This is an optimization exercise on Yosys and OpenROAD, whose aim is small area, a short achievable clock period and few clock cycles per item, not a production implementation.
Where RTL was checked, it was by simulation tests only, not by an equivalence proof against the original.
No activity file was given, so power comes from the tool's default toggle rates.

Setup of red:
==> flow/design.v <==
package sbfr_pkg;
  localparam int FRAME_BYTES_DEF = 121;
  localparam int SLOTS_DEF       = 3;
  localparam logic [7:0] MARKER_RESET = 8'hB0;
  localparam int SLOT_W      = 2;
  localparam int IN_TDATA_W  = 16;
  localparam int OUT_TDATA_W = 40;
  localparam int PAIRS = FRAME_BYTES_DEF / 2;
  function automatic logic [6:0] inc7(input logic [6:0] x);
    logic c;
    c = 1'b1;
    for (int i = 0; i < 7; i++) begin
      inc7[i] = x[i] ^ c;
      c       = c & x[i];
    end
  endfunction
endpackage
module sbfr_frame_mem #(
  parameter int PAIRS = 60
) (
  input  logic             clk,
  input  logic [PAIRS-1:0] tsel,
  input  logic             step_a,    
  input  logic             step_b,    
  input  logic             wr_odd,
  input  logic             wr_last,
  input  logic [7:0]       wdata,
  output logic [15:0]      tail,
  output logic [7:0]       last
);
  logic [15:0] pos [PAIRS];
  logic [7:0]  last_r;
  always_ff @(posedge clk) begin
    if (tsel[0] ? step_a : step_b) pos[0][7:0] <= wdata;
    if (wr_odd) pos[0][15:8] <= wdata;
    for (int p = 1; p < PAIRS; p++) begin
      if (tsel[p] ? step_a : step_b) pos[p] <= pos[p-1];
    end
    if (wr_last) last_r <= wdata;
  end
  assign tail = pos[PAIRS-1];
  assign last = last_r;
endmodule
module sbfr_readout (
  input  logic        clk,
  input  logic        rst_n,
  input  logic        push,
  input  logic [1:0]  slot,
  input  logic        last,
  input  logic [15:0] pair,         
  output logic        room,         
  output logic        room_nxt,     
  output logic        out_tvalid,
  input  logic        out_tready,
  output logic [39:0] out_tdata,
  output logic        out_tlast
);
  localparam int EW = 4 * 6 + 2 + 2;
  function automatic logic [5:0] hex6(input logic [3:0] n, input logic zero);
    logic ge;
    logic [3:0] lo;
    ge = n[3] && (n[2] || n[1]);
    lo = ge ? (n + 4'd7) : n;
    if (zero) hex6 = 6'b0;
    else      hex6 = {ge, !ge, lo};
  endfunction
  function automatic logic [7:0] chr(input logic [5:0] c, input logic c4);
    chr = {1'b0, c[5], c[4], c4, c[3:0]};
  endfunction
  localparam int RW = 1 + 2 + 16;
  function automatic logic [EW-1:0] enc(input logic [RW-1:0] r);
    logic       l;
    logic [15:0] p;
    l = r[18];
    p = r[15:0];
    enc = {!l, l, r[17:16],
           hex6(p[7:4], 1'b0), hex6(p[3:0], 1'b0),
           hex6(p[15:12], l), hex6(p[11:8], l)};
  endfunction
  logic [RW-1:0] new_r;
  assign new_r = {last, slot, pair};
  logic          o_v, o_e_n, s_v;
  logic [EW-1:0] o_e;
  logic [RW-1:0] s_e;
  logic          pop, o_v_nxt, s_v_nxt;
  assign pop      = !o_e_n && out_tready;
  assign o_v_nxt  = (!o_e_n && !pop) || s_v || push;
  assign s_v_nxt  = s_v ? !pop : (push && !o_e_n && !pop);
  assign room     = !s_v;
  assign room_nxt = !s_v_nxt;
  always_ff @(posedge clk) begin
    if (!rst_n) begin
      o_v   <= 1'b0;
      o_e_n <= 1'b1;
      s_v   <= 1'b0;
    end else begin
      o_v   <= o_v_nxt;
      o_e_n <= !o_v_nxt;
      s_v   <= s_v_nxt;
    end
  end
  logic          o_ld;
  logic [EW-1:0] o_d;
  assign o_ld = (o_e_n || pop) && (s_v || push);
  assign o_d  = enc(s_v ? s_e : new_r);
  always_ff @(posedge clk) begin
    if (!rst_n)    o_e <= '0;
    else if (o_ld) o_e <= o_d;
  end
  logic [4:0] o_dup;
  always_ff @(posedge clk) begin
    if (!rst_n)    o_dup <= '1;
    else if (o_ld) o_dup <= {o_d[EW-2], o_d[22], o_d[16], o_d[10], o_d[4]};
  end
  always_ff @(posedge clk) begin
    if (!s_v) s_e <= new_r;
  end
  assign out_tvalid = o_v;
  assign out_tlast  = o_dup[4];
  assign out_tdata  = {3'b000, o_e[EW-1], o_e[EW-2], 1'b0,
                       chr(o_e[23:18], o_dup[3]), chr(o_e[17:12], o_dup[2]),
                       chr(o_e[11:6], o_dup[1]), chr(o_e[5:0], o_dup[0]),
                       o_e[25:24]};
endmodule
module start_byte_frame_reassembler #(
  parameter int FRAME_BYTES = sbfr_pkg::FRAME_BYTES_DEF,
  parameter int SLOTS       = sbfr_pkg::SLOTS_DEF
) (
  input  logic                   clk,
  input  logic                   rst_n,
  input  logic                   cfg_wr_en,
  input  logic [7:0]             cfg_wr_data,
  input  logic                   in_tvalid,
  output logic                   in_tready,
  input  logic [sbfr_pkg::IN_TDATA_W-1:0]  in_tdata,
  input  logic                   in_tuser,
  input  logic                   in_tlast,
  output logic                   out_tvalid,
  input  logic                   out_tready,
  output logic [sbfr_pkg::OUT_TDATA_W-1:0] out_tdata,
  output logic                   out_tlast
);
  localparam int NP = sbfr_pkg::PAIRS;    
  logic [7:0] marker_r;
  always_ff @(posedge clk) begin
    if (!rst_n)         marker_r <= sbfr_pkg::MARKER_RESET;
    else if (cfg_wr_en) marker_r <= cfg_wr_data;
  end
  typedef struct packed {
    logic       func;
    logic [2:0] oh;
    logic [7:0] data;
    logic       cf;
    logic       cl;
    logic       eq;
  } item_t;
  item_t pin_item, ir, sk;
  logic  ir_v, sk_v, rdy_r;
  logic  go, take, accept;
  assign pin_item = {in_tuser,
                     in_tdata[1:0] == 2'd2, in_tdata[1:0] == 2'd1, in_tdata[1:0] == 2'd0,
                     in_tdata[9:2], in_tdata[10], in_tlast,
                     in_tdata[9:2] == marker_r};
  assign in_tready = rdy_r;
  assign accept    = in_tvalid && !sk_v;
  assign take      = !ir_v || go;
  always_ff @(posedge clk) begin
    if (!rst_n) begin
      ir_v  <= 1'b0;
      sk_v  <= 1'b0;
      rdy_r <= 1'b1;
    end else if (take) begin
      ir_v  <= sk_v || accept;
      sk_v  <= 1'b0;
      rdy_r <= 1'b1;
    end else begin
      sk_v  <= sk_v || accept;
      rdy_r <= !sk_v && !accept;
    end
  end
  always_ff @(posedge clk) begin
    if (!rst_n)    ir <= '0;
    else if (take) ir <= sk_v ? sk : pin_item;
  end
  always_ff @(posedge clk) begin
    if (!sk_v) sk <= pin_item;
  end
  logic [2:0] q0, q1, q2;
  logic       head_v, rd_step, klast, last_rd, wdec;
  logic       rd_go, room, room_nxt, klast_r;
  logic [2:0] rdsel_r;
  logic [6:0] fill_r [3];
  logic [2:0] hunt_r, full_r, allow_r;
  logic h, par, fl, al;
  logic restart, drop, wr, even, complete, wevn;
  always_comb begin
    h   = |(ir.oh & hunt_r);
    fl  = |(ir.oh & full_r);
    al  = |(ir.oh & (allow_r | (q0 & {3{rd_step}})));
    par = (ir.oh[0] && fill_r[0][0]) || (ir.oh[1] && fill_r[1][0]) || (ir.oh[2] && fill_r[2][0]);
    restart  = ir.cf && ir.eq;
    drop     = !ir.cf && h && !ir.eq;
    wr       = (|ir.oh) && !ir.func && !drop;
    even     = restart || !par;
    complete = wr && !restart && fl;
    wevn     = wr && even && !complete;
  end
  assign go = ir_v && !(wr && even && !al);
  always_ff @(posedge clk) begin
    if (!rst_n) begin
      for (int s = 0; s < 3; s++) fill_r[s] <= '0;
      hunt_r <= '0;
      full_r <= '0;
    end else begin
      for (int s = 0; s < 3; s++) begin
        if (go && ir.oh[s]) begin
          if (ir.func) begin
            fill_r[s] <= '0;
            hunt_r[s] <= 1'b0;
            full_r[s] <= 1'b0;
          end else if (drop) begin
            hunt_r[s] <= !ir.cl;
          end else if (complete) begin
            fill_r[s] <= '0;
            hunt_r[s] <= !ir.cl;
            full_r[s] <= 1'b0;
          end else if (restart) begin
            fill_r[s] <= 7'd1;
            hunt_r[s] <= 1'b0;
            full_r[s] <= 1'b0;
          end else begin
            fill_r[s] <= sbfr_pkg::inc7(fill_r[s]);
            hunt_r[s] <= 1'b0;
            full_r[s] <= (fill_r[s] == 7'd119);
          end
        end
      end
    end
  end
  logic [2:0] w_we, w_wo, w_cmp;
  logic [7:0] w_d;
  always_ff @(posedge clk) begin
    if (!rst_n) begin
      w_we  <= '0;
      w_wo  <= '0;
      w_cmp <= '0;
    end else begin
      w_we  <= (go && wevn) ? ir.oh : 3'b000;
      w_wo  <= (go && wr && !even) ? ir.oh : 3'b000;
      w_cmp <= (go && complete) ? ir.oh : 3'b000;
    end
  end
  always_ff @(posedge clk) w_d <= ir.data;
  logic [2:0] inq;
  logic [5:0] k_eng;      
  logic [2:0] room_t;
  assign head_v  = |q0;
  assign rd_step = rd_go;
  assign klast   = klast_r;
  assign last_rd = rd_step && klast;
  assign wdec    = go && wevn && (|(ir.oh & q0));
  logic [2:0] q0_n, q1_n, q2_n, inq_n;
  logic       dnz_n;
  logic [2:0] room_n, room_rd, room_wr;
  always_comb begin
    q0_n = q0;
    q1_n = q1;
    q2_n = q2;
    if (last_rd) begin
      q0_n = q1;
      q1_n = q2;
      q2_n = 3'b000;
    end
    if (w_cmp != 3'b000) begin
      if (q0_n == 3'b000)      q0_n = w_cmp;
      else if (q1_n == 3'b000) q1_n = w_cmp;
      else                     q2_n = w_cmp;
    end
    inq_n = w_cmp | (inq & ~(last_rd ? q0 : 3'b000));
    room_rd = rd_step ? {room_t[1:0], 1'b1} : room_t;
    room_wr = rd_step ? room_t : {1'b0, room_t[2:1]};
    if (last_rd)   room_n = 3'b000;
    else if (wdec) room_n = room_wr;
    else           room_n = room_rd;
    dnz_n = room_n[0];
  end
  always_ff @(posedge clk) begin
    if (!rst_n) begin
      q0      <= '0;
      q1      <= '0;
      q2      <= '0;
      inq     <= '0;
      k_eng   <= '0;
      room_t  <= '0;
      allow_r <= 3'b111;
      rd_go   <= 1'b0;
      rdsel_r <= '0;
      klast_r <= 1'b0;
    end else begin
      rd_go   <= (q0_n != 3'b000) && room_nxt;
      rdsel_r <= room_nxt ? q0_n : 3'b000;
      klast_r <= !last_rd && (rd_step ? (k_eng == 6'(NP - 1)) : klast_r);
      q0     <= q0_n;
      q1     <= q1_n;
      q2     <= q2_n;
      inq    <= inq_n;
      room_t <= room_n;
      if (last_rd)      k_eng <= '0;
      else if (rd_step) k_eng <= 6'(sbfr_pkg::inc7({1'b0, k_eng}));
      for (int s = 0; s < 3; s++) begin
        allow_r[s] <= !(go && complete && ir.oh[s]) && (!inq_n[s] || (q0_n[s] && dnz_n));
      end
    end
  end
  logic [NP-1:0] teng;
  logic [15:0]   tail [3];
  logic [7:0]    lastb [3];
  logic [7:0] k_hi_eq, k_lo_eq, k_hi_gt, k_lo_gt;
  always_comb begin
    for (int j = 0; j < 8; j++) begin
      k_hi_eq[j] = (k_eng[5:3] == 3'(j));
      k_lo_eq[j] = (k_eng[2:0] == 3'(j));
    end
    for (int j = 0; j < 8; j++) begin
      k_hi_gt[j] = 1'b0;
      k_lo_gt[j] = 1'b0;
      for (int i = j + 1; i < 8; i++) begin
        k_hi_gt[j] = k_hi_gt[j] | k_hi_eq[i];
        k_lo_gt[j] = k_lo_gt[j] | k_lo_eq[i];
      end
    end
    for (int p = 0; p < NP; p++) begin
      teng[p] = k_hi_gt[p / 8] | (k_hi_eq[p / 8] & k_lo_gt[p % 8]);
    end
  end
  for (genvar s = 0; s < 3; s++) begin : g_lane
    sbfr_frame_mem #(.PAIRS(NP)) u_lane (
      .clk    (clk),
      .tsel   (teng),
      .step_a (w_we[s]),
      .step_b (rdsel_r[s] || (w_we[s] && !inq[s])),
      .wr_odd (w_wo[s]),
      .wr_last(w_cmp[s]),
      .wdata  (w_d),
      .tail   (tail[s]),
      .last   (lastb[s])
    );
  end
  logic [15:0] rd_pair;
  logic [1:0]  rd_slot;
  always_comb begin
    rd_pair = '0;
    for (int s = 0; s < 3; s++) begin
      if (q0[s]) rd_pair = rd_pair | (klast ? {8'h00, lastb[s]} : tail[s]);
    end
    rd_slot = {q0[2], q0[1]};
  end
  sbfr_readout u_readout (
    .clk       (clk),
    .rst_n     (rst_n),
    .push      (rd_step),
    .slot      (rd_slot),
    .last      (klast),
    .pair      (rd_pair),
    .room      (room),
    .room_nxt  (room_nxt),
    .out_tvalid(out_tvalid),
    .out_tready(out_tready),
    .out_tdata (out_tdata),
    .out_tlast (out_tlast)
  );
endmodule
Settings: LEC_CHECK=0, CAP_MARGIN=20, CORE_MARGIN=2, CORE_UTILIZATION=40, CTS_BUF_LIST=sky130_fd_sc_hd__clkbuf_16, CTS_CLUSTER_DIAMETER=60, CTS_CLUSTER_SIZE=30, SETUP_SLACK_MARGIN=3.55, SLEW_MARGIN=20; clock period 6.0 ns.
run.sh (not shown) runs the stock make flow with config.mk's settings and CLKGATE_MAP_FILE= SYNTH_SCRIPT=/design/flow/synth_recipe.tcl, a recipe that flattens the netlist after the stock synthesis.
### red -> blue
--- a/flow/design.v
+++ b/flow/design.v
@@ -253,5 +253,5 @@
   always_ff @(posedge clk) w_d <= ir.data;
   logic [2:0] inq;
-  logic [5:0] k_eng;      
+  logic [6:0] k_lo_t, k_hi_t;
   logic [2:0] room_t;
   assign head_v  = |q0;
@@ -291,5 +291,6 @@
       q2      <= '0;
       inq     <= '0;
-      k_eng   <= '0;
+      k_lo_t  <= '0;
+      k_hi_t  <= '0;
       room_t  <= '0;
       allow_r <= 3'b111;
@@ -300,5 +301,5 @@
       rd_go   <= (q0_n != 3'b000) && room_nxt;
       rdsel_r <= room_nxt ? q0_n : 3'b000;
-      klast_r <= !last_rd && (rd_step ? (k_eng == 6'(NP - 1)) : klast_r);
+      klast_r <= !last_rd && (rd_step ? (k_hi_t[6] && k_lo_t[2] && !k_lo_t[3]) : klast_r);
       q0     <= q0_n;
       q1     <= q1_n;
@@ -306,6 +307,15 @@
       inq    <= inq_n;
       room_t <= room_n;
-      if (last_rd)      k_eng <= '0;
-      else if (rd_step) k_eng <= 6'(sbfr_pkg::inc7({1'b0, k_eng}));
+      if (last_rd) begin
+        k_lo_t <= '0;
+        k_hi_t <= '0;
+      end else if (rd_step) begin
+        if (k_lo_t[6]) begin
+          k_lo_t <= '0;
+          k_hi_t <= {k_hi_t[5:0], 1'b1};
+        end else begin
+          k_lo_t <= {k_lo_t[5:0], 1'b1};
+        end
+      end
       for (int s = 0; s < 3; s++) begin
         allow_r[s] <= !(go && complete && ir.oh[s]) && (!inq_n[s] || (q0_n[s] && dnz_n));
@@ -316,20 +326,11 @@
   logic [15:0]   tail [3];
   logic [7:0]    lastb [3];
-  logic [7:0] k_hi_eq, k_lo_eq, k_hi_gt, k_lo_gt;
+  logic [7:0] hi_gt, hi_ge, lo_gt;
+  assign hi_gt = {1'b0, k_hi_t};
+  assign hi_ge = {k_hi_t, 1'b1};
+  assign lo_gt = {1'b0, k_lo_t};
   always_comb begin
-    for (int j = 0; j < 8; j++) begin
-      k_hi_eq[j] = (k_eng[5:3] == 3'(j));
-      k_lo_eq[j] = (k_eng[2:0] == 3'(j));
-    end
-    for (int j = 0; j < 8; j++) begin
-      k_hi_gt[j] = 1'b0;
-      k_lo_gt[j] = 1'b0;
-      for (int i = j + 1; i < 8; i++) begin
-        k_hi_gt[j] = k_hi_gt[j] | k_hi_eq[i];
-        k_lo_gt[j] = k_lo_gt[j] | k_lo_eq[i];
-      end
-    end
     for (int p = 0; p < NP; p++) begin
-      teng[p] = k_hi_gt[p / 8] | (k_hi_eq[p / 8] & k_lo_gt[p % 8]);
+      teng[p] = hi_gt[p / 8] | (hi_ge[p / 8] & lo_gt[p % 8]);
     end
   end
Results
blue went all the way through synthesis, placement and routing and the layout is clean on timing, DRC and antenna. Compared with red, in blue post-route standard cell area excluding fillers now sits lower; complex-gate fraction of the synthesized area barely changed; fraction of synthesized cell area in xor and xnor cells flat; number of endpoints with negative hold slack in the final report level; total wire length after detailed routing moved down. Fraction of area in multi-input gates ends up lower on blue. Side by side, portion of total power attributed to the clock network turned out higher in blue than in red. red → blue: number of filler instances in the final layout went up 740, clock-buffer cell count shows an increase of 6. blue reports its worst setup path endpoint as out_tdata[21] while red reports g_lane[2].u_lane.pos[40][9]$_DFFE_PP_.
Testbench counts of blue, summed over its fixed seeds: cycles 31,989, items 30,995.
The RTL of red was laid out without a check of its function.

separate check: timing with driven ports:
In the flow no input, the clock included, has a driving cell. The finished layouts below were timed again as built, in two steps.
Step 1 assumes that a clkbuf_16 drives the clock port and a buf_2 every other input.
Step 2 adds t to the input delays and takes it off the output delays; t is the mean of the earliest and latest rising clock arrival at the registers after step 1. Input paths then give back, and output paths get back, about the clock's delay inside the block.
a / b / c = no drivers / after step 1 / after step 2; a / b = the first two.
run	shift t [ns]	slack for setup (ns)	slew at the worst register clock pin (ns)	cell pins on the clock port's net
red	0.877	3.170 / 3.170 / 2.959	0.11 / 0.11	1
blue	0.871	3.513 / 3.436 / 2.908	0.11 / 0.11	1
After both steps every run listed still meets setup and hold. The setup slack of blue, which loses most, moves by -0.077 ns with the drivers and by -0.605 ns with both steps.
